From an optimization exercise on the open Yosys and OpenROAD flow, aimed at small area, a short achievable clock period and few clock cycles per item; shortcuts taken in it are not production practice. Where RTL was checked, it was by simulation tests only, not by an equivalence proof against the original.

## run a
## instr_exec_seq
module instr_exec_seq
#(
  parameter int DIV_EN = 1
) (
  input  logic         clk,
  input  logic         reset_n,
  input  logic         start,
  input  instr_register_pkg::address_t     start_addr,
  input  logic [5:0]   count,
  output instr_register_pkg::address_t     read_pointer,
  input  instr_register_pkg::instruction_t instruction_word,
  output logic         busy,
  output logic         done,
  output logic         res_valid,
  input  logic         res_ready,
  output instr_register_pkg::address_t     res_addr,
  output instr_register_pkg::opcode_t      res_opcode,
  output instr_register_pkg::result_t      res_value,
  output logic         res_err
);
==> flow/config.mk <==
export PLATFORM = sky130hd
export DESIGN_NAME = instr_exec_seq
export DESIGN_NICKNAME = instr_exec_seq
export VERILOG_FILES = /design/flow/design.v
export SDC_FILE = /design/flow/constraint.sdc
export NUM_CORES = 8
export LEC_CHECK = 0
export CAP_MARGIN = 20
export CORE_MARGIN = 2
export CORE_UTILIZATION = 50
export CTS_BUF_LIST = sky130_fd_sc_hd__clkbuf_4 sky130_fd_sc_hd__clkbuf_8
export PLACE_DENSITY = 0.65
export SLEW_MARGIN = 20
==> flow/constraint.sdc <==
create_clock -name core_clock -period 240.0 [get_ports {clk}]
set_input_delay 48.0000 -clock core_clock [delete_from_list [all_inputs] [get_ports {clk}]]
set_output_delay 48.0000 -clock core_clock [all_outputs]
set_load 0.01 [all_outputs]
standard.sh (not shown) runs the stock make flow with config.mk's settings and CLKGATE_MAP_FILE= SYNTH_SCRIPT=/design/flow/synth_recipe.tcl, a recipe that flattens the netlist after the stock synthesis.
==> flow/flow/run.sh <==
#!/bin/bash
set -euo pipefail
bash standard.sh "BUFFER_PORTS_ARGS=-buffer_cell sky130_fd_sc_hd__buf_1" finish > flow_make.log 2>&1
Run a completed end to end with timing, DRC and antenna clean.
Testbench counts of run a, summed over its fixed seeds: cycles 20,591, items 6,353.
## Diff of input files: run b against run a
diff --git a/flow/design.v b/flow/design.v
--- a/flow/design.v
+++ b/flow/design.v
@@ -25,33 +25,46 @@
     ST_OUT  = 3'd3,
     ST_FIN  = 3'd4
   } exec_state_t;
   function automatic result_t sext_operand(input operand_t op);
     sext_operand = {{32{op[31]}}, op};
   endfunction
 endpackage
-module instr_add32 (
+module instr_add32 #(
+  parameter int FAST = 0
+) (
   input  logic [31:0] x,
   input  logic [31:0] y,
   input  logic        ci,
   output logic [31:0] s,
   output logic        co
 );
   logic [32:0] c;
+  logic [31:0] p, g;
   assign c[0] = ci;
+  assign p    = x ^ y;
+  assign g    = x & y;
   genvar i;
   generate
-    for (i = 0; i < 32; i = i + 1) begin : g_bit
+    for (i = 0; i < 32 - FAST; i = i + 1) begin : g_rip
       assign s[i]   = x[i] ^ y[i] ^ c[i];
       assign c[i+1] = (x[i] & y[i]) | (x[i] & c[i]) | (y[i] & c[i]);
     end
+    for (i = 32 - FAST; i < 32; i = i + 2) begin : g_cla
+      assign c[i+1] = g[i] | (p[i] & c[i]);
+      assign c[i+2] = g[i+1] | (p[i+1] & g[i]) | (p[i+1] & p[i] & c[i]);
+      assign s[i]   = p[i] ^ c[i];
+      assign s[i+1] = p[i+1] ^ c[i+1];
+    end
   endgenerate
   assign co = c[32];
 endmodule
-module instr_step (
+module instr_step #(
+  parameter int FAST = 0
+) (
   input  logic        mul,
   input  logic [31:0] x,
   input  logic [31:0] b,
   input  logic        one,
   input  logic        two,
   input  logic [31:0] yo,
   input  logic        yos,
@@ -63,15 +76,15 @@
   output logic [31:0] s,
   output logic        s32
 );
   logic [31:0] y, t;
   logic        y32, co, c33, t32, t33;
   assign y   = (({32{one}} & b) | ({32{two}} & {b[30:0], 1'b0}) | yo) ^ {32{neg}};
   assign y32 = ((b[31] & (one | two)) | yos) ^ neg;
-  instr_add32 u_add (.x(x), .y(y), .ci(neg), .s(t), .co(co));
+  instr_add32 #(.FAST(FAST)) u_add (.x(x), .y(y), .ci(neg), .s(t), .co(co));
   assign t32 = x[31] ^ y32 ^ co;
   assign c33 = (x[31] & y32) | (x[31] & co) | (y32 & co);
   assign t33 = x[31] ^ y32 ^ c33;
   assign q   = co;
   assign pb  = t[1:0];
   assign s   = t;
   assign s32 = t32;
@@ -188,15 +201,15 @@
   assign one0 = it ? o0 : yb;
   assign two0 = it & t0;
   assign neg0 = it ? n0 : sci;
   instr_step u_st0 (.mul(c_mul), .x(sx0), .b(cap_b), .one(one0), .two(two0), .yo(syo), .yos(~it & ya & sa),
                     .neg(neg0), .dbit(w[35]), .xo(x1), .pb(p0), .q(q0), .s(ss), .s32(s32));
   instr_step u_st1 (.mul(c_mul), .x(x1), .b(cap_b), .one(o1), .two(t1), .yo(32'd0), .yos(1'b0),
                     .neg(n1), .dbit(w[34]), .xo(x2), .pb(p1), .q(q1), .s(), .s32());
-  instr_step u_st2 (.mul(c_mul), .x(x2), .b(cap_b), .one(o2), .two(t2), .yo(32'd0), .yos(1'b0),
+  instr_step #(.FAST(8)) u_st2 (.mul(c_mul), .x(x2), .b(cap_b), .one(o2), .two(t2), .yo(32'd0), .yos(1'b0),
                     .neg(n2), .dbit(w[33]), .xo(x3), .pb(p2), .q(q2), .s(), .s32());
   logic [30:0] rem;
   logic        fast;
   assign rem  = {ext, w[63:37]};
   assign fast = it & c_dm & (cnt <= 4'd7) & tb[9] & (&(~rem | {9'd0, tb[31:10]}));
   logic [67:0] chain;
   assign chain = c_mul ? {x3, p2, p1, p0, w[35:6]}
==> summary.txt <==
Share of post-route cells with drive strength above 1 essentially unchanged between run a and run b. Run a → run b: critical path depth now larger; wire length now larger; post-route non-filler standard cell count comparable. Per the comparison of run b with run a, flip-flop and latch share of the layout cell area now smaller; maximum fanout along the worst path went up 1; cell count after synthesis comparable. Relative to run a, register-to-register path setup slack has gone up in run b. Compared run b vs run a, and floorplan die area is up in run b. Final critical-path share of the clock period of run a is on par with run b. Xor/xnor cell area share of the yosys netlist: run b vs run a up 0.27 points.
Testbench counts of run b, summed over its fixed seeds: cycles 20,591, items 6,353.

---

instr_exec_seq, a different RTL version from the one above (not shown whole).
For scale: roughly 230 I/O pins.
==> flow/config.mk <==
export PLATFORM = sky130hd
export DESIGN_NAME = instr_exec_seq
export DESIGN_NICKNAME = instr_exec_seq
export VERILOG_FILES = /design/flow/design.v
export SDC_FILE = /design/flow/constraint.sdc
export NUM_CORES = 8
export LEC_CHECK = 0
export ABC_AREA = 1
export CAP_MARGIN = 20
export CORE_MARGIN = 2
export CORE_UTILIZATION = 50
export PLACE_DENSITY = 0.65
export SLEW_MARGIN = 20
==> flow/constraint.sdc <==
create_clock -name core_clock -period 240.0 [get_ports {clk}]
set_input_delay 48.0000 -clock core_clock [delete_from_list [all_inputs] [get_ports {clk}]]
set_output_delay 48.0000 -clock core_clock [all_outputs]
set_load 0.01 [all_outputs]
Scripts as last shown in full above: flow/flow/run.sh
Change:
--- a/flow/design.v
+++ b/flow/design.v
@@ -123,25 +123,25 @@
   output instr_register_pkg::address_t     read_pointer,
   input  instr_register_pkg::instruction_t instruction_word,
   output logic         busy,
   output logic         done,
   output logic         res_valid,
   input  logic         res_ready,
   output instr_register_pkg::address_t     res_addr,
   output instr_register_pkg::opcode_t      res_opcode,
   output instr_register_pkg::result_t      res_value,
   output logic         res_err
 );
   localparam logic [3:0] LAST_DIV = 4'd9;    
-  localparam logic [3:0] LAST_MUL = 4'd5;    
+  localparam logic [3:0] LAST_MUL = 4'd4;    
   logic [2:0]  cap_opc;
   logic [31:0] cap_a;       
   logic        sa_q;        
   logic [31:0] cap_b;
   logic        cap_ok;      
   logic [5:0]  to_issue;    
   logic        it;          
   logic        post;        
   logic [3:0]  cnt;
   logic [3:0]  ext;         
   logic        bprev;       
   logic [63:0] w;
@@ -181,55 +181,59 @@
   assign az    = ~ta[0] & ~sa;                  
   assign bz    = (~tb[0] & ~sb) || (DIV_EN == 0);  
   assign a_lt_b = |(tb[32:1] & ~ta[31:0]);       
   logic quick;   
   assign quick = c_mul ? (az | bz) : (bz | a_lt_b);
   logic [31:0] pv;
   logic        pneg;
   assign pv   = c_isdiv ? w[35:4] : {1'b0, ext, w[63:37]};
   assign pneg = c_isdiv ? (sa_q ^ sb) : sa_q;
   logic        xa, yb, ya, sci;
   logic [31:0] ss;
   logic        s32;
-  assign xa  = ~post & (c_pa | c_add | c_sub | (c_mul & ~quick) | (c_mod & ~bz & a_lt_b));
+  assign xa  = ~post & (c_pa | c_add | c_sub | (c_mod & ~bz & a_lt_b));
   assign yb  = ~post & (c_pb | c_add | c_sub);
   assign ya  = ~post & c_dm & ~quick;
   assign sci = post ? pneg : (c_sub | (ya & sa));
   logic        last;
   assign last = (cnt == (c_mul ? LAST_MUL : LAST_DIV));
   logic [2:0] m0, m1, m2;    
-  assign m0 = {w[1:0], bprev};
-  assign m1 = w[3:1];
-  assign m2 = w[5:3];
+  logic       mstart;
+  logic [6:0] mb7;
+  assign mstart = ~it & c_mul & ~quick;
+  assign mb7 = it ? {w[5:0], bprev} : {cap_a[5:0], 1'b0};
+  assign m0 = mb7[2:0];
+  assign m1 = mb7[4:2];
+  assign m2 = mb7[6:4];
   logic o0, o1, o2, t0, t1, t2, n0, n1, n2;
   assign o0 = ~c_mul | (m0[1] ^ m0[0]);
   assign o1 = ~c_mul | (m1[1] ^ m1[0]);
   assign o2 = ~c_mul | (m2[1] ^ m2[0]);
   assign t0 = c_mul & (m0[2] ^ m0[1]) & ~(m0[1] ^ m0[0]);
   assign t1 = c_mul & (m1[2] ^ m1[1]) & ~(m1[1] ^ m1[0]);
   assign t2 = c_mul & (m2[2] ^ m2[1]) & ~(m2[1] ^ m2[0]);
   assign n0 = c_mul ? m0[2] : ~sb;
   assign n1 = c_mul ? m1[2] : ~sb;
   assign n2 = c_mul ? m2[2] : ~sb;
   logic [31:0] x0, x1, x2, x3;
   logic [1:0]  p0, p1, p2;
   logic        q0, q1, q2;
   assign x0 = {ext, w[63:36]};
   logic [31:0] sx0, syo;
   logic        one0, two0, neg0;
   assign sx0  = it ? x0 : (xa ? cap_a : 32'd0);
   assign syo  = it ? 32'd0 : ((ya ? cap_a : 32'd0) | (post ? pv : 32'd0));
-  assign one0 = it ? o0 : yb;
-  assign two0 = it & t0;
-  assign neg0 = it ? n0 : sci;
+  assign one0 = (it | mstart) ? o0 : yb;
+  assign two0 = (it | mstart) & t0;
+  assign neg0 = (it | mstart) ? n0 : sci;
   instr_step u_st0 (.mul(c_mul), .x(sx0), .b(cap_b), .one(one0), .two(two0), .yo(syo), .yos(~it & ya & sa),
                     .neg(neg0), .dbit(it ? w[35] : ss[31]), .xo(x1), .pb(p0), .q(q0), .s(ss), .s32(s32));
   instr_step u_st1 (.mul(c_mul), .x(x1), .b(cap_b), .one(o1), .two(t1), .yo(32'd0), .yos(1'b0),
                     .neg(n1), .dbit(it ? w[34] : ss[30]), .xo(x2), .pb(p1), .q(q1), .s(), .s32());
   instr_step #(.FAST(8)) u_st2 (.mul(c_mul), .x(x2), .b(cap_b), .one(o2), .two(t2), .yo(32'd0), .yos(1'b0),
                     .neg(n2), .dbit(it ? w[33] : ss[29]), .xo(x3), .pb(p2), .q(q2), .s(), .s32());
   logic [30:0] rem;
   logic        fast;
   assign rem  = {ext, w[63:37]};
   assign fast = it & c_dm & (cnt <= 4'd6) & (&(~w[36:28] | tb[9:1])) & (&(~rem | {9'd0, tb[31:10]}));
   logic [67:0] chain;
   assign chain = c_mul ? {x3, p2, p1, p0, w[35:6]}
@@ -307,29 +311,29 @@
     if (go) begin
       sa_q       <= sa;
       res_addr   <= rp_dec;
       res_opcode <= instr_register_pkg::opcode_t'(cap_opc);
       res_err    <= c_dm & bz;
     end
     if (issue_i && go) cnt <= 4'd0;
     else if (it)       cnt <= cnt + (fast ? 4'd3 : 4'd1);
   end
   logic [67:0] w_nx;
   logic        bprev_nx;
   always_comb begin
-    bprev_nx = it & w[5];
+    bprev_nx = it ? w[5] : cap_a[5];
     if (fast)                 w_nx = {rem[21:0], w[36:28], w[27:4], 9'd0, w[3:0]};
     else if (it)              w_nx = chain;
     else if (issue_i && c_dm) w_nx = {x3, ss[28:0], 1'b0, q1, q2, 4'd0};
-    else if (issue_i)         w_nx = {4'd0, 28'd0, {4{s32}}, ss};    
+    else if (issue_i)         w_nx = {x3, p2, p1, p0, {4{cap_a[31]}}, cap_a[31:6]};
     else                      w_nx = {4'd0, {32{s32}}, ss};
   end
   genvar gb;
   generate
     for (gb = 0; gb < 8; gb = gb + 1) begin : g_wb
       always_ff @(posedge clk) begin
         if (wde[gb/4]) w[8*gb+7:8*gb] <= w_nx[8*gb+7:8*gb];
       end
     end
   endgenerate
   always_ff @(posedge clk) begin
     if (wde[1]) ext   <= w_nx[67:64];
The new run ran to the end with no violations.
Sequential share of layout area is lower by 0.90 points.
Register-to-register slack gains 0.94 ns.
Design area went up by a few percent.
Die area goes up by a few percent.
Area after synthesis goes up by a few percent.
Global-route usage went up by 4.9 points.
Wire length increases by about a fifth.
Via count rose by a few percent.
Count of clock-buffer cells in the layout stays the same.
Core utilization stays flat.
Non-clock buffer count went up by 2.
Testbench counts after the change, summed over its fixed seeds: cycles 17,563, items 6,353.
No functional check of the RTL was part of the first run of this note.

---

## the reference run
instr_exec_seq, a different RTL version from the one above (not shown whole).
For scale: ~170 flip-flops, roughly 230 I/O pins, ~17000 um^2 of cells after synthesis.
export LEC_CHECK = 0
export CAP_MARGIN = 20
export CORE_MARGIN = 2
export CORE_UTILIZATION = 50
export CTS_BUF_LIST = sky130_fd_sc_hd__clkbuf_4 sky130_fd_sc_hd__clkbuf_8
export PLACE_DENSITY = 0.65
export SLEW_MARGIN = 20
create_clock -name core_clock -period 240.0 [get_ports {clk}]
Scripts as last shown in full above: flow/flow/run.sh
The reference run: done, clean on timing, DRC and antenna
Testbench counts of the reference run, summed over its fixed seeds: cycles 20,591, items 6,353.
For the trial run, these inputs were changed with respect to the reference run:
--- a/flow/design.v
+++ b/flow/design.v
@@ -101,17 +101,18 @@
   logic [5:0]  to_issue;    
   logic        it;          
   logic        post;        
   logic [3:0]  cnt;
   logic [3:0]  ext;         
   logic        bprev;       
   logic [63:0] w;
   logic [4:0]  rp;
-  logic        busy_q, rv, rv_lo, rv_hi;
+  logic        busy_q, rv;
+  logic [7:0]  rv_g;        
   logic unused_res;
   assign unused_res = ^instruction_word.res;
   assign read_pointer = rp;
   assign res_value    = w;
   logic c_pa, c_pb, c_add, c_sub, c_mul, c_dm, c_isdiv, c_mod;
   logic sa, sb;
   assign c_pa    = (cap_opc == 3'd1);
   assign c_pb    = (cap_opc == 3'd2);
@@ -184,16 +185,24 @@
   instr_step u_st2 (.mul(c_mul), .x(x2), .b(cap_b), .one(o2), .two(t2), .neg(n2), .dbit(w[33]), .xo(x3), .pb(p2), .q(q2));
   logic [30:0] rem;
   logic        fast;
   assign rem  = {ext, w[63:37]};
   assign fast = it & c_dm & (cnt <= 4'd7) & tb[9] & (&(~rem | {9'd0, tb[31:10]}));
   logic [67:0] chain;
   assign chain = c_mul ? {x3, p2, p1, p0, w[35:6]}
                        : {x3, w[32:4], q0, q1, q2, w[3:0]};
+  logic [67:0] w_nx;
+  always_comb begin
+    if (fast)               w_nx = {rem[21:0], w[36:28], w[27:4], 9'd0, w[3:0]};
+    else if (it)            w_nx = chain;
+    else if (issue_i && c_dm) w_nx = {4'd0, 27'd0, s32, ss, 4'd0};
+    else if (issue_i)       w_nx = {4'd0, 28'd0, {4{s32}}, ss};
+    else                    w_nx = {4'd0, {32{s32}}, ss};
+  end
   logic pending, issue_s, issue_i, issue, finish, consumed, stall;
   logic c_iter;
   assign stall    = rv & ~res_ready;           
   assign c_iter   = (c_mul | c_dm) & ~quick;
   assign pending  = busy_q & cap_ok & (to_issue != 6'd0) & ~it & ~post;
   assign issue_s  = pending & ~c_iter;
   assign issue_i  = pending &  c_iter;
   assign issue    = issue_s | issue_i;
@@ -269,53 +278,37 @@
     end
     if (issue && !stall) begin
       res_addr   <= adv ? rp_dec : rp;
       res_opcode <= instr_register_pkg::opcode_t'(cap_opc);
       res_err    <= c_dm & bz;
     end
     if (issue_i && !stall) cnt <= 4'd0;
     else if (it)           cnt <= cnt + (fast ? 4'd3 : 4'd1);
-    if (fast) begin
-      {ext, w[63:32]} <= {rem[21:0], w[36:28], w[27:23]};
-    end else if (it) begin
-      {ext, w[63:32]} <= chain[67:32];
-    end else if (!(rv_hi && !res_ready)) begin
-      ext <= 4'd0;
-      if (issue_i && c_dm)
-        w[63:32] <= {27'd0, s32, ss[31:28]};
-      else if (issue_i)
-        w[63:32] <= {28'd0, {4{s32}}};
-      else
-        w[63:32] <= {32{s32}};
-    end
-    if (fast) begin
-      w[31:0] <= {w[22:4], 9'd0, w[3:0]};
-    end else if (it) begin
-      w[31:0] <= chain[31:0];
-      bprev   <= w[5];
-    end else if (!(rv_lo && !res_ready)) begin
-      bprev <= 1'b0;
-      if (issue_i && c_dm)
-        w[31:0] <= {ss[27:0], 4'd0};
-      else
-        w[31:0] <= ss;
-    end
   end
   always_ff @(posedge clk or negedge reset_n) begin
     if (!reset_n) begin
       busy      <= 1'b0;
       res_valid <= 1'b0;
-      rv_lo     <= 1'b0;
-      rv_hi     <= 1'b0;
+      rv_g      <= 8'd0;
     end else if (!busy_q) begin
       busy      <= start & ~done & (count != 6'd0);
       res_valid <= 1'b0;
-      rv_lo     <= 1'b0;
-      rv_hi     <= 1'b0;
+      rv_g      <= 8'd0;
     end else begin
       busy      <= ~(res_ready & res_valid & (to_issue == 6'd0));
       res_valid <= (res_valid & ~res_ready) | issue_s | finish;
-      rv_lo     <= (rv_lo & ~res_ready) | issue_s | finish;
-      rv_hi     <= (rv_hi & ~res_ready) | issue_s | finish;
+      rv_g      <= (rv_g & {8{~res_ready}}) | {8{issue_s | finish}};
+    end
+  end
+  genvar gb;
+  generate
+    for (gb = 0; gb < 8; gb = gb + 1) begin : g_wb
+      always_ff @(posedge clk) begin
+        if (it || !(rv_g[gb] && !res_ready)) w[8*gb+7:8*gb] <= w_nx[8*gb+7:8*gb];
+      end
     end
+  endgenerate
+  always_ff @(posedge clk) begin
+    if (it || !(rv_g[7] && !res_ready)) ext   <= w_nx[67:64];
+    if (it || !(rv_g[0] && !res_ready)) bprev <= it & w[5];
   end
 endmodule
Findings:
Worst path required time was higher in the run labelled the reference run.
Between the trial run and the reference run, the flop and latch count out of synthesis is lower for the reference run.
Taking the reference run as the reference point, the total die area of the trial run rises by 1.8%.
Summary of the trial run over the reference run: simple-gate share of the synthesized area decreased by 0.26 points relative to the old numbers; total via count after detailed routing increased by 164 relative to the old numbers; area share of buffers outside the clock network closely matched the old numbers; synthesized instance count increased by 3.4% relative to the old numbers; clock transition at the registers of the reported paths closely matched the old numbers.
The trial run — standard cell core area 2.5% higher, the reference run as reference
Worst setup slack after layout: the trial run better than the reference run
Cmp the trial run and the reference run / fraction of registers with async set/reset / higher: the trial run
For the trial run, the cell with the largest stage delay on the worst path was sky130_fd_sc_hd__nor2b_1, unlike the reference run, where it was sky130_fd_sc_hd__clkinv_1.
Testbench counts of the trial run, summed over its fixed seeds: cycles 20,591, items 6,353.

-- what the ideal ports hide --
The flow's constraints put no driver on any port. The routed layouts listed below were extracted and timed again, unchanged, in two steps.
Step 1 assumes that a clkbuf_16 drives the clock port and a buf_2 every other input.
Step 2 moves the port delays by t, midway between the first and last clock arrival at a register: inputs arrive t later, outputs are due t later. That takes back most of the time a late clock gives input paths.
Three values: ideal ports, drivers, drivers and shift; two values: the first two.
| run | shift t [ns] | setup slack, ns | hold WS [ns] | clock arrival spread, ns | worst data-port slew with drivers (ns) |
|---|---|---|---|---|---|
| run a | 0.571 | 189.553 / 189.574 / 189.003 | 0.498 / 0.498 / 0.498 | 0.030 / 0.030 | 0.04 |
| run b | 0.593 | 189.698 / 189.723 / 189.131 | 0.488 / 0.488 / 0.488 | 0.033 / 0.033 | 0.03 |
| the first run of note 2 | 0.508 | 190.056 / 190.056 / 189.971 | 0.499 / 0.499 / 0.499 | 0.012 / 0.013 | 0.09 |
| the second run of note 2 | 0.527 | 190.493 / 190.442 / 190.285 | 0.512 / 0.512 / 0.512 | 0.016 / 0.016 | 0.05 |
| the reference run | 0.541 | 189.796 / 189.824 / 189.283 | 0.492 / 0.492 / 0.492 | 0.024 / 0.024 | 0.04 |
| the trial run | 0.559 | 189.998 / 190.033 / 189.473 | 0.486 / 0.486 / 0.486 | 0.025 / 0.024 | 0.04 |
After both steps setup and hold are still met in every run listed. For run b, which loses most, drivers alone change the setup slack by +0.025 ns; drivers and shift together by -0.567 ns.
